Source: an optimization exercise on an open RTL-to-GDS flow (aim: a short achievable clock period and few clock cycles per item). Production flows keep margins and buffers that such runs may drop.
The RTL was checked by simulation tests, not by an equivalence proof against the original design.
No activity file was given, so power comes from the tool's default toggle rates.

== run A ==
## udp_core_top
module udp_core_top (
    input  logic        ctrl_aclk,
    input  logic        ctrl_aresetn,
    input  logic [31:0] eth_rx_data,
    input  logic [3:0]  eth_rx_keep,
    input  logic        eth_rx_last,
    input  logic        eth_rx_valid,
    output logic        eth_rx_ready,
    output logic [31:0] eth_tx_data,
    output logic [3:0]  eth_tx_keep,
    output logic        eth_tx_last,
    output logic        eth_tx_valid,
    input  logic        eth_tx_ready,
    input  logic        tx_req_valid,
    output logic        tx_req_ready,
    input  logic [47:0] tx_req_dst_mac,
    input  logic [31:0] tx_req_dst_ip,
    input  logic [15:0] tx_req_src_port,
    input  logic [15:0] tx_req_dst_port,
    input  logic [15:0] tx_req_length,
    input  logic [31:0] tx_data_data,
    input  logic [3:0]  tx_data_keep,
    input  logic        tx_data_last,
    input  logic        tx_data_valid,
    output logic [31:0] rx_payload_data,
    output logic [3:0]  rx_payload_keep,
    output logic        rx_payload_last,
    output logic        rx_payload_valid,
    input  logic        rx_payload_ready
);
For scale: ~7,200 cells after synthesis, ~290 I/O pins, ~120,000 sq um of cells after synthesis.
Settings: LEC_CHECK=0, CAP_MARGIN=20, CORE_MARGIN=2, CORE_UTILIZATION=60, CTS_CLUSTER_DIAMETER=80, CTS_CLUSTER_SIZE=30, PLACE_DENSITY=0.7, SLEW_MARGIN=20; clock period 10.0 ns.
standard.sh (not shown) runs the stock make flow with config.mk's settings and CLKGATE_MAP_FILE= SYNTH_SCRIPT=/design/flow/synth_recipe.tcl, a recipe that flattens the netlist after the stock synthesis.
==> flow/flow/run.sh <==
#!/bin/bash
# The standard layout, with timing repair asked to leave extra setup slack.
set -euo pipefail
export SETUP_SLACK_MARGIN=7.0
bash standard.sh > flow_make.log 2>&1
Testbench counts of run A, summed over its fixed seeds: cycles 52,143, tx frames 1,200.
The inputs of run B differ from those of run A as listed below.
- a change of PLACE_DENSITY from 0.7 to 0.78
- a change of CORE_UTILIZATION from 60 to 50
--- a/flow/flow/run.sh
+++ b/flow/flow/run.sh
@@ -4 +4 @@
-export SETUP_SLACK_MARGIN=7.0
+export SETUP_SLACK_MARGIN=7.3
==> summary.txt <==
- Diff run A..run B | post-synthesis cell type count | unchanged
- Delta (run B minus run A): storage element area flat; met2 usage down 7.7 points; final instance area up 0.59%.
- Run A vs run B, capturing instance or port of the critical path: eth_tx_data[31] vs eth_tx_data[22]
- Highest ir drop seen on vdd ends up higher on run B.
What run C does differently from run B at the input level:
--- a/flow/flow/run.sh
+++ b/flow/flow/run.sh
@@ -4 +4 @@
-export SETUP_SLACK_MARGIN=7.3
+export SETUP_SLACK_MARGIN=7.0
### Flow results
[compare] base=run B new=run C: post-CTS clock slew at the launch and capture registers of the worst setup and hold paths saw little to no change; global router's overall resource usage saw little to no change; final non-filler cell total saw little to no change; switching component of the power saw an increase; vias per cell saw little to no change.
Worst hold slack (higher): run C
Changes in run D relative to run C:
- PLACE_DENSITY now 0.65, was 0.78
## What came out
Run D completed every stage of the flow, and the final layout passed the timing, design-rule and antenna checks. From run C to run D the numbers moved as follows: power after layout comparable, fraction of met1 tracks used by global routing higher, global-route met3 utilization shrank by 2.7 points, maximum frequency from static timing analysis went down, post-CTS setup repair buffer count fell 3. In terms of multi-input gate share of total cell area, run C and run D differ only marginally.

========
== v6 ==
Starting RTL as in the previous note.
Settings: LEC_CHECK=0, CAP_MARGIN=20, CORE_MARGIN=2, CORE_UTILIZATION=50, CTS_CLUSTER_DIAMETER=80, CTS_CLUSTER_SIZE=30, PLACE_DENSITY=0.88, SLEW_MARGIN=20; clock period 10.0 ns.
==> flow/flow/run.sh <==
#!/bin/bash
# The standard layout, with timing repair asked to leave extra setup slack.
set -euo pipefail
export SETUP_SLACK_MARGIN=7.0
bash standard.sh > flow_make.log 2>&1
v6 | status: complete | timing, DRC, antenna: pass
Testbench counts of v6, summed over its fixed seeds: cycles 52,143, tx frames 1,200.
The inputs of v7 differ from those of v6 as listed below.
- PLACE_DENSITY now 0.65, was 0.88
- CTS_CLUSTER_DIAMETER now 55, was 80
## What came out
Per the final summary, v7 finished and its layout is clean on timing, DRC and antenna. Compared with v6, v7 has less setup slack. On power share of the combinational group, the lower figure sits with v7, not v6. As of v7, clock tree buffer count of the final layout had risen slightly compared to v6. tx_framer.eth_tx_data[16] as the first element of the critical path was reported by v6, and tx_framer.eth_tx_keep[3] by v7. [diff] total routed wirelength, v7 relative to v6: improvement.

separate check: timing with driven ports:
Ports are ideal in the flow. The routed layouts listed here were re-timed in OpenROAD.
Step 1: set_driving_cell puts a clkbuf_16 on ctrl_aclk and a buf_2 on each other input, an assumption about the parent block.
Step 2 also shifts input and output timing later by t, the mid clock arrival at the registers, as if the neighbouring blocks saw the same clock.
Slacks: ideal ports / drivers / drivers and shift; pairs: ideal ports / drivers.
run | shift t [ns] | slack for setup (ns) | worst register clock-pin slew, ns
run A | 0.935 | 6.623 / 6.534 / 6.204 | 0.12 / 0.12
run B | 0.960 | 6.662 / 6.558 / 6.392 | 0.12 / 0.12
run C | 0.940 | 6.657 / 6.565 / 6.170 | 0.12 / 0.12
run D | 0.951 | 6.636 / 6.531 / 6.091 | 0.12 / 0.12
v6 | 0.934 | 6.654 / 6.559 / 6.168 | 0.12 / 0.12
v7 | 1.003 | 6.581 / 6.476 / 6.115 | 0.12 / 0.12
After both steps setup and hold are still met in every run listed. For run D, which loses most, drivers alone change the setup slack by -0.105 ns; drivers and shift together by -0.545 ns.
